Context: an optimization exercise on an open-source flow, tuned for small area, a short achievable clock period and few clock cycles per item. The choices shown serve that exercise and are no tape-out recipe.
In this exercise RTL edits were held to simulation tests only and were not proved equivalent to the original.
No activity file was given, so power comes from the tool's default toggle rates.

// conv_top
module conv_top (
  input  logic clk,
  input  logic rst_n,
  input  logic [15:0] ifmap_dat,
  input  logic ifmap_vld,
  output logic ifmap_rdy,
  input  logic [15:0] weights_dat,
  input  logic weights_vld,
  output logic weights_rdy,
  output logic [31:0] ofmap_dat,
  output logic ofmap_vld,
  input  logic ofmap_rdy
);
Size: roughly 4,500 cells after synthesis, roughly 72 I/O pins.
export LEC_CHECK = 0
export ABC_CLOCK_PERIOD_IN_PS = 2500
export CAP_MARGIN = 20
export CORE_MARGIN = 2
export CORE_UTILIZATION = 62
export CTS_CLUSTER_DIAMETER = 100
export CTS_CLUSTER_SIZE = 20
export SETUP_SLACK_MARGIN = 4.85
export SLEW_MARGIN = 20
create_clock -name core_clock -period 8.0 [get_ports {clk}]
standard.sh (not shown) runs the stock make flow with config.mk's settings and CLKGATE_MAP_FILE= SYNTH_SCRIPT=/design/flow/synth_recipe.tcl, a recipe that flattens the netlist after the stock synthesis.
==> flow/flow/run.sh <==
#!/bin/bash
# Standard layout, with one netlist step between synthesis and floorplan:
# fa_polarity.py flips full-adder cells (FA(~a,~b,~c) = ~FA(a,b,c)) so that
# fewer inverters sit between them. Registers and other cells are untouched.
set -euo pipefail
WORK=$(pwd)
R=$WORK/orfs/results/$FLOW_PLATFORM/conv_top/base
bash standard.sh synth > $WORK/flow_synth.log 2>&1
cp $R/1_2_yosys.v $WORK/yosys_standard.v
python3 $WORK/flow/fa_polarity.py $WORK/yosys_standard.v $R/1_2_yosys.v > $WORK/fa_polarity.log 2>&1
rm -f $R/1_synth.odb $R/1_synth.sdc
bash standard.sh finish > $WORK/flow_layout.log 2>&1
Other scripts of this flow, unchanged in this note and not shown: flow/flow/fa_polarity.py
Testbench counts at the start, summed over its fixed seeds: cycles 4,280, jobs 128.
Then changed:
--- a/flow/config.mk
+++ b/flow/config.mk
@@ -8 +8 @@
-export ABC_CLOCK_PERIOD_IN_PS = 2500
+export ABC_CLOCK_PERIOD_IN_PS = 2000
@@ -14 +14 @@
-export SETUP_SLACK_MARGIN = 4.85
+export SETUP_SLACK_MARGIN = 5
=> The changed run finished with timing, DRC and antenna clean; sequential cell count does not change; synthesized area stays the same; hold slack gets worse by 0.033 ns; clock-buffer cell count went up by 1.

========
## before
conv_top, a different RTL version from the one above (not shown whole).
For scale: about 4600 cells after synthesis, about 0.056 mm² of cells after synthesis.
Settings: LEC_CHECK=0, ABC_CLOCK_PERIOD_IN_PS=2500, CAP_MARGIN=20, CORE_MARGIN=2, CORE_UTILIZATION=55, SETUP_SLACK_MARGIN=5, SLEW_MARGIN=20; clock period 8.0 ns.
==> flow/flow/run.sh <==
#!/bin/bash
# Standard layout with two changes:
#  - one netlist step between synthesis and floorplan: fa_polarity.py flips
#    full-adder cells (FA(~a,~b,~c) = ~FA(a,b,c)) so that fewer inverters sit
#    between them; registers and other cells are untouched;
#  - repair_timing aims for a setup slack margin of MARGIN ns (the clock and
#    all constraints stay the design's).
set -euo pipefail
MARGIN=5.25
WORK=$(pwd)
R=$WORK/orfs/results/$FLOW_PLATFORM/conv_top/base
sed "s/SETUP_SLACK_MARGIN=[0-9.]*/SETUP_SLACK_MARGIN=$MARGIN/" standard.sh > $WORK/flow_standard_margin.sh
grep -q "SETUP_SLACK_MARGIN=$MARGIN" $WORK/flow_standard_margin.sh
bash $WORK/flow_standard_margin.sh synth > $WORK/flow_synth.log 2>&1
cp $R/1_2_yosys.v $WORK/yosys_standard.v
python3 $WORK/flow/fa_polarity.py $WORK/yosys_standard.v $R/1_2_yosys.v > $WORK/fa_polarity.log 2>&1
rm -f $R/1_synth.odb $R/1_synth.sdc
bash $WORK/flow_standard_margin.sh finish > $WORK/flow_layout.log 2>&1
Other scripts of this flow, unchanged in this note and not shown: flow/flow/fa_polarity.py
Every stage of the flow completed for before, and the final layout passed the timing, DRC and antenna checks.
Testbench counts of before, summed over its fixed seeds: cycles 4,304, jobs 128.
--- input diff before..after ---
==> flow/flow/run.sh <==
#!/bin/bash
# Standard layout, with one netlist step between synthesis and floorplan:
# fa_polarity.py flips full-adder cells (FA(~a,~b,~c) = ~FA(a,b,c)) so that
# fewer inverters sit between them. Registers and other cells are untouched.
set -euo pipefail
WORK=$(pwd)
R=$WORK/orfs/results/$FLOW_PLATFORM/conv_top/base
bash standard.sh synth > $WORK/flow_synth.log 2>&1
cp $R/1_2_yosys.v $WORK/yosys_standard.v
python3 $WORK/flow/fa_polarity.py $WORK/yosys_standard.v $R/1_2_yosys.v > $WORK/fa_polarity.log 2>&1
rm -f $R/1_synth.odb $R/1_synth.sdc
bash standard.sh finish > $WORK/flow_layout.log 2>&1
--- outcome ---
Of after and before, the lower clock period minus final worst setup slack belongs to before.
On clock share of power: between after and before, it ends up lower for before.
Summary — met2 usage, after relative to before: higher, by 0.47 points.

========
RTL: one of the versions met above, not the one the previous note started from.
For scale: about 4,500 cells after synthesis, roughly 72 I/O pins, ~0.055 mm2 of cells after synthesis.
==> flow/config.mk <==
export PLATFORM = sky130hd
export DESIGN_NAME = conv_top
export DESIGN_NICKNAME = conv_top
export VERILOG_FILES = /design/flow/design.v
export SDC_FILE = /design/flow/constraint.sdc
export NUM_CORES = 4
export LEC_CHECK = 0
export ABC_CLOCK_PERIOD_IN_PS = 2500
export CAP_MARGIN = 20
export CORE_MARGIN = 2
export CORE_UTILIZATION = 62
export CTS_CLUSTER_DIAMETER = 100
export CTS_CLUSTER_SIZE = 20
export SETUP_SLACK_MARGIN = 5
export SLEW_MARGIN = 20
==> flow/constraint.sdc <==
create_clock -name core_clock -period 8.0 [get_ports {clk}]
set_input_delay 1.6000 -clock core_clock [delete_from_list [all_inputs] [get_ports {clk}]]
set_output_delay 1.6000 -clock core_clock [all_outputs]
set_load 0.01 [all_outputs]
==> flow/flow/run.sh <==
#!/bin/bash
# Standard layout, with one netlist step between synthesis and floorplan:
# fa_polarity.py flips full-adder cells (FA(~a,~b,~c) = ~FA(a,b,c)) so that
# fewer inverters sit between them. Registers and other cells are untouched.
set -euo pipefail
WORK=$(pwd)
R=$WORK/orfs/results/$FLOW_PLATFORM/conv_top/base
bash standard.sh synth > $WORK/flow_synth.log 2>&1
cp $R/1_2_yosys.v $WORK/yosys_standard.v
python3 $WORK/flow/fa_polarity.py $WORK/yosys_standard.v $R/1_2_yosys.v > $WORK/fa_polarity.log 2>&1
rm -f $R/1_synth.odb $R/1_synth.sdc
bash standard.sh finish > $WORK/flow_layout.log 2>&1
Other scripts of this flow, unchanged in this note and not shown: flow/flow/fa_polarity.py
Testbench counts at the start, summed over its fixed seeds: cycles 4,280, jobs 128.
Then changed:
CORE_UTILIZATION = 55   (was 62)
CTS_CLUSTER_DIAMETER = default   (was 100)
CTS_CLUSTER_SIZE = default   (was 20)
The changed run completed without violations.
Critical path depth is unchanged.
Routed wire length climbs by 1.6%.
Count of clock-buffer cells in the layout climbs by 62.
Fmax climbs by about 0.3%.
Then changed:
CORE_UTILIZATION = 68   (was 55)
CTS_CLUSTER_DIAMETER = 100   (was default)
CTS_CLUSTER_SIZE = 20   (was default)
What happened: Total power decreases by 7.1%; count of clock-buffer cells in the layout is lower by 68; combinational power barely changes; critical path depth does not change; synthesized area stays the same; clock skew goes down by 11 ps; via count goes up by 2.8%.
Then changed:
ABC_AREA = 1   (was default)
CORE_UTILIZATION = 55   (was 68)
CTS_CLUSTER_DIAMETER = default   (was 100)
CTS_CLUSTER_SIZE = default   (was 20)
Effect: The changed run completed with no timing, DRC or antenna violations. Power came out lower by a few percent. Sequential share of layout area came out lower by 3.6 points. Maximum frequency came out higher slightly. Die area came out higher by about a fifth. Register-to-register slack improved by 30 ps. Cell area came out higher by roughly a tenth. Clock power came out higher by well over a third. Clock skew came out higher by 11 ps. Via count came out higher by a few percent.

========
## 11-05
Another version of the RTL of conv_top (not shown whole).
Size: roughly 4900 cells after synthesis, roughly 1100 flip-flops, about 72 I/O pins.
export LEC_CHECK = 0
export ABC_CLOCK_PERIOD_IN_PS = 2500
export CAP_MARGIN = 20
export CORE_MARGIN = 2
export CORE_UTILIZATION = 40
export SETUP_SLACK_MARGIN = 5
export SLEW_MARGIN = 20
create_clock -name core_clock -period 8.0 [get_ports {clk}]
run.sh (not shown) runs the stock make flow with config.mk's settings and CLKGATE_MAP_FILE= SYNTH_SCRIPT=/design/flow/synth_recipe.tcl, a recipe that flattens the netlist after the stock synthesis.
Stock flow here: none of the scripts above is used.
11-05 finished end to end and its layout was clean on timing, DRC and antenna.
Testbench counts of 11-05, summed over its fixed seeds: cycles 4,304, jobs 128.
Input changes introduced in 12-02 (baseline for comparison: 11-05):
# 11-05
export LEC_CHECK = 0
export ABC_CLOCK_PERIOD_IN_PS = 2500
export CAP_MARGIN = 20
export CORE_MARGIN = 2
export CORE_UTILIZATION = 40
export SETUP_SLACK_MARGIN = 5
export SLEW_MARGIN = 20
create_clock -name core_clock -period 8.0 [get_ports {clk}]
# 12-02
export LEC_CHECK = 0
export CAP_MARGIN = 20
export CORE_MARGIN = 2
export CORE_UTILIZATION = 40
export SLEW_MARGIN = 20
create_clock -name core_clock -period 8.0 [get_ports {clk}]
==> results.txt <==
- Between 11-05 and 12-02, the flow reports non-clock buffer count decreasing by more than half.
- Total power: 12-02 vs 11-05 down about 1.5%
- Against 11-05, the final cell area of 12-02 is lower.
- 12-02 vs. 11-05: global-route wire length before repair went down by about 6%.

========
RTL: one of the versions met above, not the one the previous note started from.
Size in the first run: roughly 72 I/O pins.
Settings: LEC_CHECK=0, ABC_CLOCK_PERIOD_IN_PS=2500, CAP_MARGIN=20, CORE_MARGIN=2, CORE_UTILIZATION=62, CTS_CLUSTER_DIAMETER=100, CTS_CLUSTER_SIZE=20, SETUP_SLACK_MARGIN=5, SLEW_MARGIN=20; clock period 8.0 ns.
standard.sh (not shown) runs the stock make flow with config.mk's settings and CLKGATE_MAP_FILE= SYNTH_SCRIPT=/design/flow/synth_recipe.tcl, a recipe that flattens the netlist after the stock synthesis.
==> flow/flow/run.sh <==
#!/bin/bash
# Standard layout with two changes:
#  - one netlist step between synthesis and floorplan: fa_polarity.py flips
#    full-adder cells (FA(~a,~b,~c) = ~FA(a,b,c)) so that fewer inverters sit
#    between them; registers and other cells are untouched;
#  - repair_timing aims for a setup slack margin of MARGIN ns (the clock and
#    all constraints stay the design's).
set -euo pipefail
MARGIN=5.2
WORK=$(pwd)
R=$WORK/orfs/results/$FLOW_PLATFORM/conv_top/base
sed "s/SETUP_SLACK_MARGIN=[0-9.]*/SETUP_SLACK_MARGIN=$MARGIN/" standard.sh > $WORK/flow_standard_margin.sh
grep -q "SETUP_SLACK_MARGIN=$MARGIN" $WORK/flow_standard_margin.sh
bash $WORK/flow_standard_margin.sh synth > $WORK/flow_synth.log 2>&1
cp $R/1_2_yosys.v $WORK/yosys_standard.v
python3 $WORK/flow/fa_polarity.py $WORK/yosys_standard.v $R/1_2_yosys.v > $WORK/fa_polarity.log 2>&1
rm -f $R/1_synth.odb $R/1_synth.sdc
bash $WORK/flow_standard_margin.sh finish > $WORK/flow_layout.log 2>&1
Other scripts of this flow, unchanged in this note and not shown: flow/flow/fa_polarity.py
Testbench counts at the start, summed over its fixed seeds: cycles 4,280, jobs 128.
==> next run, changes <==
--- a/flow/flow/run.sh
+++ b/flow/flow/run.sh
@@ -9 +9 @@
-MARGIN=5.2
+MARGIN=5.1
--- a/flow/config.mk
+++ b/flow/config.mk
@@ -12,2 +12,2 @@
-export CTS_CLUSTER_DIAMETER = 100
-export CTS_CLUSTER_SIZE = 20
+export CTS_CLUSTER_DIAMETER = 90
+export CTS_CLUSTER_SIZE = 24
The changed run went through all stages and came out clean.
Clock skew decreases by 0.0043 ns.
Total power decreases by a few percent.
Die area does not change.
Final cell count decreases slightly.

-- afterwards: timing with drivers on the ports --
No port has a modelled driver above. Below, the same layouts with a new extraction and two added sets of constraints.
Step 1 (the two cells are an assumption about what drives the block):
set clk [get_ports {clk}]
set_driving_cell -lib_cell sky130_fd_sc_hd__clkbuf_16 $clk
set_driving_cell -lib_cell sky130_fd_sc_hd__buf_2 [delete_from_list [all_inputs] $clk]
Step 2 times the ports against the registers' clock, not the clock port: input delays grow and output delays shrink by t, the midpoint of the rising clock arrivals with the driver on.
a / b / c = ideal / step 1 / step 2; a / b = the first two.
| run | t (ns) | setup WS [ns] | hold slack, ns | cell pins on the clock port's net |
|---|---|---|---|---|
| the first run of note 1 | 0.730 | 4.851 / 4.823 / 4.221 | 0.319 / 0.319 / 0.319 | 1 |
| the second run of note 1 | 0.732 | 4.983 / 4.959 / 4.303 | 0.286 / 0.286 / 0.286 | 1 |
| before | 0.786 | 5.000 / 4.922 / 4.630 | 0.313 / 0.313 / 0.313 | 1 |
| after | 0.777 | 4.962 / 4.929 / 4.460 | 0.305 / 0.305 / 0.305 | 1 |
| the first run of note 3 | 0.732 | 4.983 / 4.959 / 4.303 | 0.286 / 0.286 / 0.286 | 1 |
| the second run of note 3 | 0.764 | 4.992 / 4.949 / 4.289 | 0.308 / 0.308 / 0.308 | 1 |
| the third run of note 3 | 0.736 | 4.872 / 4.872 / 4.327 | 0.323 / 0.323 / 0.323 | 1 |
| the fourth run of note 3 | 0.775 | 4.904 / 4.904 / 4.363 | 0.285 / 0.285 / 0.285 | 1 |
| 11-05 | 0.805 | 4.693 / 4.693 / 4.406 | 0.285 / 0.285 / 0.285 | 1 |
| 12-02 | 0.819 | 3.890 / 3.890 / 3.890 | 0.306 / 0.306 / 0.306 | 1 |
| the first run of note 5 | 0.739 | 5.014 / 4.941 / 4.375 | 0.292 / 0.292 / 0.292 | 1 |
| the second run of note 5 | 0.750 | 4.993 / 4.925 / 4.358 | 0.308 / 0.308 / 0.308 | 1 |
After both steps setup and hold are still met in every run listed. The setup slack of the second run of note 3, which loses most, moves by -0.043 ns with the drivers and by -0.703 ns with both steps.
